Background: an optimization exercise with open tools, aiming at small area, a short achievable clock period and few clock cycles per item. Do not read the settings as production practice. In this exercise RTL edits were held to simulation tests only and were not proved equivalent to the original.

==> flow/design.v (excerpt) <==
module column_running_statistics_unit #(
	parameter int DATA_WIDTH  = 32,
	parameter int COUNT_WIDTH = 32,
	parameter int FRAC_BITS   = 8
) (
	input  logic                clk,
	input  logic                arst_n,
	input  logic                cfg_we,
	input  logic                cfg_wdata,
	input  logic                s_tvalid,
	output logic                s_tready,
	input  logic [((DATA_WIDTH+7)/8)*8-1:0] s_tdata,
	input  logic                s_tuser,
	output logic                m_tvalid,
	input  logic                m_tready,
	output logic [((2*DATA_WIDTH + 64 + (((DATA_WIDTH+FRAC_BITS) > 64) ? 64 :
		(DATA_WIDTH+FRAC_BITS)) + 2*COUNT_WIDTH + 7)/8)*8-1:0] m_tdata,
	output logic                m_tuser
);
	localparam int SUM_W  = csu_pkg::SUM_W;
	localparam int MEAN_W = ((DATA_WIDTH + FRAC_BITS) > 64) ? 64 : (DATA_WIDTH + FRAC_BITS);
	localparam int OUT_W  = 2*DATA_WIDTH + SUM_W + MEAN_W + 2*COUNT_WIDTH;
  ...
Size: about 23000 cells after synthesis, roughly 4300 flip-flops, ~220000 um2 of cells after synthesis.
==> flow/config.mk <==
export PLATFORM = sky130hd
export DESIGN_NAME = column_running_statistics_unit
export DESIGN_NICKNAME = column_running_statistics_unit
export VERILOG_FILES = /design/flow/design.v
export SDC_FILE = /design/flow/constraint.sdc
export NUM_CORES = 4
export LEC_CHECK = 0
export CAP_MARGIN = 20
export CORE_MARGIN = 2
export CORE_UTILIZATION = 60
export PLACE_DENSITY = 0.7
export SETUP_SLACK_MARGIN = 3.0
export SLEW_MARGIN = 20
==> flow/constraint.sdc <==
create_clock -name core_clock -period 7.0 [get_ports {clk}]
set_input_delay 1.4000 -clock core_clock [delete_from_list [all_inputs] [get_ports {clk}]]
set_output_delay 1.4000 -clock core_clock [all_outputs]
set_load 0.01 [all_outputs]
run.sh (not shown) runs the stock make flow with config.mk's settings and CLKGATE_MAP_FILE= SYNTH_SCRIPT=/design/flow/synth_recipe.tcl, a recipe that flattens the netlist after the stock synthesis.
The first run finished with timing, DRC and antenna clean.
Testbench counts at the start, summed over its fixed seeds: cycles 3,408, items 3,200.
Rerun with:
==> flow/flow/run.sh (new file) <==
#!/bin/bash
# The standard layout (the standard.sh, with its standard synthesis), with two
# changes to how the layout is made: the input and output ports get a plain
# buffer (buf_4) instead of the clock delay buffer that buffer_ports picks by
# itself, and timing repair may change a cell's footprint when it resizes it.
set -euo pipefail
bash standard.sh \
	BUFFER_PORTS_ARGS="-buffer_cell sky130_fd_sc_hd__buf_4" \
	MATCH_CELL_FOOTPRINT=0 \
	finish > standard_flow.log 2>&1
==> flow/standard.sh (new file) <==
#!/bin/bash
# synth_recipe.tcl (not shown) runs the flow's synth.tcl, then flattens the netlist and writes it again
# the make line also repeats each setting of config.mk as NAME=value (left out here)
make -C /OpenROAD-flow-scripts/flow DESIGN_CONFIG=/design/flow/config.mk WORK_HOME=/design/flow/orfs CLKGATE_MAP_FILE= SYNTH_SCRIPT=/design/flow/synth_recipe.tcl "${@:-finish}"
Settings changed: CORE_UTILIZATION 60 to 40, PLACE_DENSITY 0.7 to unset, SETUP_SLACK_MARGIN 3.0 to 3.5.
removed: flow/run.sh
Result: First-iteration DRC count grows by 9.4%. Setup slack is worse by 0.045 ns. Sequential share of layout area is lower by 2.7 points. Utilization came out lower by 19 points.

---

column_running_statistics_unit again, from the RTL that the note above started with.
## column_running_statistics_unit
module column_running_statistics_unit #(
	parameter int DATA_WIDTH  = 32,
	parameter int COUNT_WIDTH = 32,
	parameter int FRAC_BITS   = 8
) (
	input  logic                clk,
	input  logic                arst_n,
	input  logic                cfg_we,
	input  logic                cfg_wdata,
	input  logic                s_tvalid,
	output logic                s_tready,
	input  logic [((DATA_WIDTH+7)/8)*8-1:0] s_tdata,
	input  logic                s_tuser,
	output logic                m_tvalid,
	input  logic                m_tready,
	output logic [((2*DATA_WIDTH + 64 + (((DATA_WIDTH+FRAC_BITS) > 64) ? 64 :
		(DATA_WIDTH+FRAC_BITS)) + 2*COUNT_WIDTH + 7)/8)*8-1:0] m_tdata,
	output logic                m_tuser
);
	localparam int SUM_W  = csu_pkg::SUM_W;
	localparam int MEAN_W = ((DATA_WIDTH + FRAC_BITS) > 64) ? 64 : (DATA_WIDTH + FRAC_BITS);
	localparam int OUT_W  = 2*DATA_WIDTH + SUM_W + MEAN_W + 2*COUNT_WIDTH;
	localparam int OUT_TW = ((OUT_W + 7) / 8) * 8;
	localparam int BEAT_W = DATA_WIDTH + 2;
	localparam int NST    = MEAN_W / 2 + 3;     
	localparam int ROT_W  = $clog2(NST);
	logic                   frozen_q;
  ...
==> flow/config.mk <==
export PLATFORM = sky130hd
export DESIGN_NAME = column_running_statistics_unit
export DESIGN_NICKNAME = column_running_statistics_unit
export VERILOG_FILES = /design/flow/design.v
export SDC_FILE = /design/flow/constraint.sdc
export NUM_CORES = 4
export LEC_CHECK = 0
export CAP_MARGIN = 20
export CORE_MARGIN = 2
export CORE_UTILIZATION = 60
export PLACE_DENSITY = 0.7
export SETUP_SLACK_MARGIN = 2.7
export SLEW_MARGIN = 20
==> flow/constraint.sdc <==
create_clock -name core_clock -period 7.0 [get_ports {clk}]
set_input_delay 1.4000 -clock core_clock [delete_from_list [all_inputs] [get_ports {clk}]]
set_output_delay 1.4000 -clock core_clock [all_outputs]
set_load 0.01 [all_outputs]
Stock flow here: none of the scripts above is used.
The baseline produced a layout that fails on capacitance limit, slew limit.
Testbench counts at the start, summed over its fixed seeds: cycles 3,408, items 3,200.
==> next run, changes <==
- CORE_UTILIZATION: 60 -> 40
- PLACE_DENSITY: 0.7 -> default
- SETUP_SLACK_MARGIN: 2.7 -> 3.3
After rerunning: With this change the flow produced a clean layout; via count rose by 0.60%; clock-buffer cell count rose by 15; sequential share of layout area fell by 2.2 points; design area rose by 6.5%; maximum frequency rose by 3.8%; global-route usage fell by 11 points; worst hold slack degrades by 28 ps; routed wire length rose by 5.3%; first-iteration DRC count rose by 3.6%; cell count rose by 10%.

-- static timing again, ports no longer ideal --
In the flow no input, the clock included, has a driving cell. The finished layouts below were timed again as built, in two steps.
Step 1, drivers: a clkbuf_16 drives clk and a buf_2 each remaining input, both assumed.
Step 2 moves the port delays by t, midway between the first and last clock arrival at a register: inputs arrive t later, outputs are due t later. That takes back most of the time a late clock gives input paths.
a / b / c = no drivers / after step 1 / after step 2; a / b = the first two.
| run | t, ns | slack for setup (ns) | hold slack, ns |
|---|---|---|---|
| the first run of note 1 | 1.105 | 2.830 / 2.830 / 1.994 | 0.268 / 0.205 / 0.292 |
| the second run of note 1 | 1.147 | 2.785 / 2.785 / 2.469 | 0.289 / 0.289 / 0.289 |
| the first run of note 2 | 1.118 | 2.691 / 2.691 / 1.983 | 0.271 / 0.271 / 0.271 |
| the second run of note 2 | 1.135 | 2.849 / 2.849 / 2.252 | 0.243 / 0.232 / 0.243 |
The setup slack of the first run of note 1, which loses most, moves by 0.000 ns with the drivers and by -0.836 ns with both steps.
